Background: an optimization exercise with open tools, aiming at small area, a short achievable clock period and few clock cycles per item. Do not read the settings as production practice. Only simulation tests tie the RTL to the original design; equivalence was not proved. Power figures rest on the tool's default switching activity, not on a simulated workload.

== try-nickel ==
## mips_multicycle
module mips_multicycle #(
    parameter logic [31:0] RESET_PC = 32'h0000_0000,
    parameter int unsigned ADDR_W   = 32,
    parameter int unsigned CNT_W    = 32
) (
    input  logic              clk,
    input  logic              rst,
    output logic              mem_req,
    output logic              mem_we,
    output logic [ADDR_W-1:0] mem_addr,
    output logic [31:0]       mem_wdata,
    input  logic [31:0]       mem_rdata,
    input  logic              mem_ready,
    output logic              halt,
    output logic [CNT_W-1:0]  instr_count
);
Size in the first run: roughly 5300 cells after synthesis, roughly 1300 flip-flops, ~130 I/O pins.
Settings: LEC_CHECK=0, CAP_MARGIN=20, CORE_MARGIN=2, CORE_UTILIZATION=45, CTS_CLUSTER_DIAMETER=70, CTS_CLUSTER_SIZE=20, PLACE_DENSITY=0.55, SETUP_SLACK_MARGIN=2.5, SLEW_MARGIN=20; clock period 6.0 ns.
run.sh (not shown) runs the stock make flow with config.mk's settings and CLKGATE_MAP_FILE= SYNTH_SCRIPT=/design/flow/synth_recipe.tcl, a recipe that flattens the netlist after the stock synthesis.
Testbench counts of try-nickel, summed over its fixed seeds: cycles 81,651, instrs 60,900.
Setup changes, try-nickel to try-delta
- PLACE_DENSITY: 0.55 -> 0.5
- SETUP_SLACK_MARGIN: 2.5 -> 2.8
- CORE_UTILIZATION: 45 -> 40
==> comparison <==
try-delta ran to completion and came out clean on the timing, DRC and antenna checks.
Between try-nickel and try-delta, sequential cell area share decreased.
try-nickel → try-delta: fraction of power spent switching nets has increased, register cell area after layout has remained practically unchanged.
Cell area reported after detailed placement (try-delta vs. try-nickel) increases slightly
Relative to try-nickel, final cell count has increased by 526 in try-delta.
try-delta: combinational power about 16% above try-nickel
Setup changes, try-delta to try-juniper
- removing CTS_CLUSTER_DIAMETER (formerly 70)
- removing CTS_CLUSTER_SIZE (formerly 20)
--- outcome ---
Diff try-delta..try-juniper | combinational power | negligible. Across both runs, number of cells in the finished layout apart from fillers was higher for try-juniper than for try-delta. Between try-delta and try-juniper, the total length of routed wires figures differ only marginally. In summary, try-juniper completed successfully, with a layout that passed the timing, DRC and antenna checks.


The RTL this note starts from:
==> flow/design.v <==
module mips_multicycle #(
    parameter logic [31:0] RESET_PC = 32'h0000_0000,
    parameter int unsigned ADDR_W   = 32,
    parameter int unsigned CNT_W    = 32
) (
    input  logic              clk,
    input  logic              rst,
    output logic              mem_req,
    output logic              mem_we,
    output logic [ADDR_W-1:0] mem_addr,
    output logic [31:0]       mem_wdata,
    input  logic [31:0]       mem_rdata,
    input  logic              mem_ready,
    output logic              halt,
    output logic [CNT_W-1:0]  instr_count
);
    localparam logic [5:0] OpRtype = 6'h00;
    localparam logic [5:0] OpJ     = 6'h02;
    localparam logic [5:0] OpBeq   = 6'h04;
    localparam logic [5:0] OpAddi  = 6'h08;
    localparam logic [5:0] OpLw    = 6'h23;
    localparam logic [5:0] OpSw    = 6'h2b;
    localparam logic [5:0] FnSll = 6'h00;
    localparam logic [5:0] FnAdd = 6'h20;
    localparam logic [5:0] FnSub = 6'h22;
    localparam logic [5:0] FnAnd = 6'h24;
    localparam logic [5:0] FnOr  = 6'h25;
    localparam logic [5:0] FnSlt = 6'h2a;
    logic             halt_q;
    logic [31:0]      na_q;          
    logic [11:2]      yp_q;          
    logic [31:0]      tgt_q;         
    logic             redir_q;       
    logic             m_q;           
    logic             mwe_q;
    logic             wen_q;         
    logic [4:0]       wdst_q;
    logic [CNT_W-1:0] cnt_q;
    logic [31:0]      ri_q;          
    logic [31:0]      rr_q;          
    logic             lx_q, la_q;    
    logic             ki_q, kr_q, kl_q;
    logic             v_e;
    logic [25:0]      imm_e;         
    logic [4:0]       dst_e;
    logic             wr_e;          
    logic             s_imm, s_add, s_sub, s_slt, s_and, s_or, s_sll;
    logic             mem_e, sw_e, beq_e, ill_e;
    logic [31:0]      a_e, b_e;
    logic             dep_e;         
    logic             qa_e, qb_e;    
    logic             fa_e, fb_e;    
    logic             la_e, lb_e;    
    logic [31:0]      rf_q [1:31];
    logic [31:1]      rf_v;          
    logic go, ev, sel_t, sel_n;
    assign sel_t = !m_q && redir_q;
    assign sel_n = !m_q && !redir_q;
    assign go = !halt_q && mem_ready;
    assign ev = v_e && !redir_q;                 
    logic [31:0] res;
    logic lt_r;
    assign lt_r = lx_q ? la_q : rr_q[31];
    assign res = ({32{ki_q}} & ri_q) | ({32{kr_q}} & rr_q) | {31'b0, kl_q & lt_r};
    logic [31:0] sext, sum_i, bx, sum_r, a_f, b_f, oth, btgt;
    logic        eq, taken, misal;
    assign sext  = {{16{imm_e[15]}}, imm_e[15:0]};
    assign sum_i = a_e + sext;
    assign bx    = b_e ^ {32{s_sub}};
    assign sum_r = a_e + bx + {31'b0, s_sub};
    assign a_f   = fa_e ? res : a_e;
    assign b_f   = fb_e ? res : b_e;
    assign eq    = (a_f == b_f);
    assign oth   = ({32{s_and}} & (a_f & b_f)) | ({32{s_or}} & (a_f | b_f)) |
                   ({32{s_sll}} & (b_f << imm_e[10:6]));
    assign misal = (a_e[1:0] + imm_e[1:0]) != 2'b00;
    assign taken = beq_e && eq;
    assign btgt  = {na_q[31:2] + sext[29:0], 2'b00};
    assign mem_req   = !halt_q;
    assign mem_we    = m_q && mwe_q;
    logic [31:0] faddr;
    assign faddr     = redir_q ? tgt_q : na_q;
    assign mem_addr  = ({32{m_q}} & {ri_q[31:2], 2'b00}) | ({32{sel_t}} & tgt_q) |
                       ({32{sel_n}} & na_q);
    assign mem_wdata = tgt_q;
    logic [5:0] op, fn;
    logic [4:0] rs, rt, rd, dst;
    logic       rtype, wr, legal_r, jcap, add_rs, add_rt;
    assign op = mem_rdata[31:26];
    assign fn = mem_rdata[5:0];
    assign rs = mem_rdata[25:21];
    assign rt = mem_rdata[20:16];
    assign rd = mem_rdata[15:11];
    assign rtype   = (op == OpRtype);
    assign legal_r = (fn == FnSll) || (fn == FnAdd) || (fn == FnSub) ||
                     (fn == FnAnd) || (fn == FnOr)  || (fn == FnSlt);
    assign dst    = rtype ? rd : rt;
    assign wr     = (rtype || op == OpAddi || op == OpLw) && (dst != 5'd0);
    assign jcap   = (op == OpJ);
    assign add_rs = (rtype && (fn == FnAdd || fn == FnSub || fn == FnSlt)) || op == OpAddi ||
                    op == OpLw || op == OpSw;
    assign add_rt = rtype && (fn == FnAdd || fn == FnSub || fn == FnSlt);
    logic [31:0] rfw [32];
    assign rfw[0] = 32'h0;
    for (genvar g = 1; g < 32; g++) begin : g_rfw
        assign rfw[g] = rf_q[g];
    end
    logic xw, xl, ma, mb, da, db, wa, wb, va, vb;
    assign xw = ev && wr_e && !mem_e;
    assign xl = ev && wr_e && mem_e;
    assign ma = xw && dst_e == rs;
    assign mb = xw && dst_e == rt;
    assign da = ma && add_rs;
    assign db = mb && add_rt;
    assign wa = wen_q && wdst_q == rs;           
    assign wb = wen_q && wdst_q == rt;
    assign va = rf_v[rs];
    assign vb = rf_v[rt];
    always_ff @(posedge clk) begin
        for (int i = 1; i < 32; i++)
            if (wen_q && wdst_q == 5'(i)) rf_q[i] <= res;
    end
    always_ff @(posedge clk) begin
        if (rst) rf_v <= '0;
        else
            for (int i = 1; i < 32; i++)
                if (wen_q && wdst_q == 5'(i)) rf_v[i] <= 1'b1;
    end
    logic [31:0] inc, pnext;
    assign inc   = {faddr[31:2] + 30'd1, 2'b00};
    assign pnext = jcap ? {inc[31:28], mem_rdata[25:0], 2'b00} : inc;
    always_ff @(posedge clk) begin
        if (rst) begin
            halt_q <= 1'b0;
            na_q   <= RESET_PC;
            m_q    <= 1'b0;
            v_e    <= 1'b0;
            redir_q <= 1'b0;
            dep_e  <= 1'b0;
            wen_q  <= 1'b0;
            cnt_q  <= '0;
        end else if (go) begin
            wen_q <= 1'b0;
            if (m_q) begin
                m_q   <= 1'b0;
                wen_q <= !mwe_q && wdst_q != 5'd0;
                cnt_q <= cnt_q + 1'b1;
                if (mwe_q && ev && ri_q[11:2] == yp_q) begin
                    v_e  <= 1'b0;
                    na_q <= {ri_q[31:2], 2'b00};
                end
            end else if (ev && dep_e) begin
                dep_e <= 1'b0;
            end else begin
                v_e     <= 1'b1;
                redir_q <= 1'b0;
                dep_e   <= da || db;
                na_q    <= pnext;
                if (ev) begin
                    if (ill_e || (mem_e && misal)) begin
                        halt_q <= 1'b1;
                    end else if (mem_e) begin
                        m_q <= 1'b1;
                    end else begin
                        cnt_q <= cnt_q + 1'b1;
                        wen_q <= wr_e;
                        redir_q <= taken;
                    end
                end
            end
        end
    end
    always_ff @(posedge clk) begin
        if (go) begin
            if (m_q) begin
                if (la_e) a_e <= mem_rdata;
                if (lb_e) b_e <= mem_rdata;
                ri_q <= mem_rdata;
                ki_q <= 1'b1;
                kr_q <= 1'b0;
                kl_q <= 1'b0;
            end else if (ev && dep_e) begin
                if (qa_e) a_e <= res;
                if (qb_e) b_e <= res;
                fa_e <= 1'b0;
                fb_e <= 1'b0;
            end else begin
                if (ev) begin
                    ri_q   <= s_imm ? sum_i : oth;
                    rr_q   <= sum_r;
                    lx_q   <= a_e[31] ^ b_e[31];
                    la_q   <= a_e[31];
                    ki_q   <= s_imm || s_and || s_or || s_sll;
                    kr_q   <= (s_add || s_sub) && !s_slt;
                    kl_q   <= s_slt;
                    tgt_q  <= beq_e ? btgt : b_f;
                    mwe_q  <= sw_e;
                    wdst_q <= dst_e;
                end
                yp_q  <= faddr[11:2];
                imm_e <= mem_rdata[25:0];
                dst_e <= dst;
                wr_e  <= wr;
                s_imm <= op == OpAddi || op == OpLw || op == OpSw;
                s_add <= rtype && fn == FnAdd;
                s_sub <= rtype && (fn == FnSub || fn == FnSlt);
                s_slt <= rtype && fn == FnSlt;
                s_and <= rtype && fn == FnAnd;
                s_or  <= rtype && fn == FnOr;
                s_sll <= rtype && fn == FnSll;
                mem_e <= op == OpLw || op == OpSw;
                sw_e  <= op == OpSw;
                beq_e <= op == OpBeq;
                ill_e <= !((rtype && legal_r) || op == OpJ || op == OpBeq || op == OpAddi ||
                           op == OpLw || op == OpSw);
                a_e   <= wa ? res : (va ? rfw[rs] : 32'h0);
                b_e   <= wb ? res : (vb ? rfw[rt] : 32'h0);
                qa_e  <= ma;
                qb_e  <= mb;
                fa_e  <= ma && !(da || db);
                fb_e  <= mb && !(da || db);
                la_e  <= xl && dst_e == rs;
                lb_e  <= xl && dst_e == rt;
            end
        end
    end
    assign halt        = halt_q;
    assign instr_count = cnt_q;
endmodule
==> flow/config.mk <==
export PLATFORM = sky130hd
export DESIGN_NAME = mips_multicycle
export DESIGN_NICKNAME = mips_multicycle
export VERILOG_FILES = /design/flow/design.v
export SDC_FILE = /design/flow/constraint.sdc
export NUM_CORES = 4
export LEC_CHECK = 0
export CAP_MARGIN = 20
export CORE_MARGIN = 2
export CORE_UTILIZATION = 40
export CTS_CLUSTER_DIAMETER = 70
export CTS_CLUSTER_SIZE = 20
export PLACE_DENSITY = 0.5
export SETUP_SLACK_MARGIN = 3.3
export SLEW_MARGIN = 20
==> flow/constraint.sdc <==
create_clock -name core_clock -period 6.0 [get_ports {clk}]
set_input_delay 1.2000 -clock core_clock [delete_from_list [all_inputs] [get_ports {clk}]]
set_output_delay 1.2000 -clock core_clock [all_outputs]
set_load 0.01 [all_outputs]
The first run ran to the end with no violations.
Testbench counts at the start, summed over its fixed seeds: cycles 81,651, instrs 60,900.
Edit:
Settings changed: SETUP_SLACK_MARGIN 3.3 to 2.4.
The changed run ran to the end with no violations.
Fmax shrinks by 3.0%.
Die area does not change.
Cell count shrinks by 7.0%.
Synthesized area does not change.
Edit:
Settings changed: CORE_UTILIZATION 40 to 45, PLACE_DENSITY 0.5 to 0.55, SETUP_SLACK_MARGIN 2.4 to 2.8.
After rerunning: Cell area went up by 4.7%; global-route usage went up by 4.7 points; wire length went down by 0.37%; combinational power went up by 16%; power went down by 0.71%; core utilization went up by 8.7 points; first-iteration DRC count went up by 7.2%; worst setup slack is better by 0.30 ns; sequential power barely changes.
Edit:
Settings changed: CORE_UTILIZATION 45 to 50, PLACE_DENSITY 0.55 to 0.6.
The changed run completed without violations. Setup slack is worse by 0.091 ns. Routed wire length goes down by 4.1%. Die area goes down by 9.9%. Via count goes up by 0.63%. Clock skew stays flat. Global-route usage goes up by 2.8 points.

re-timing with driven ports:
In the flow no input, the clock included, has a driving cell. The finished layouts below were timed again as built, in two steps.
Step 1 sets driving cells, clkbuf_16 on the clock port and buf_2 on the other inputs (assumed; they add their load-dependent delay and slew).
Step 2 moves the port delays by t, midway between the first and last clock arrival at a register: inputs arrive t later, outputs are due t later. That takes back most of the time a late clock gives input paths.
Three values: no drivers, after step 1, after step 2; two values: the first two.
run	t, ns	setup WS [ns]	worst setup path at the end	clock arrival spread, ns	slew at the worst register clock pin (ns)
try-nickel	0.829	2.395 / 2.389 / 1.652	input to register	0.081 / 0.081	0.09 / 0.09
try-delta	0.856	2.511 / 2.434 / 1.888	input to register	0.075 / 0.074	0.10 / 0.10
try-juniper	0.911	2.474 / 2.393 / 1.808	input to register	0.041 / 0.041	0.07 / 0.07
the first run of note 2	0.843	2.377 / 2.357 / 1.950	input to register	0.048 / 0.048	0.09 / 0.09
the second run of note 2	0.834	2.266 / 2.266 / 1.553	input to register	0.060 / 0.060	0.09 / 0.09
the third run of note 2	0.826	2.565 / 2.484 / 1.912	input to register	0.046 / 0.047	0.09 / 0.09
the fourth run of note 2	0.814	2.473 / 2.473 / 1.927	input to register	0.045 / 0.046	0.09 / 0.09
After both steps every run listed still meets setup and hold. For try-nickel, which loses most, drivers alone change the setup slack by -0.006 ns; drivers and shift together by -0.743 ns.
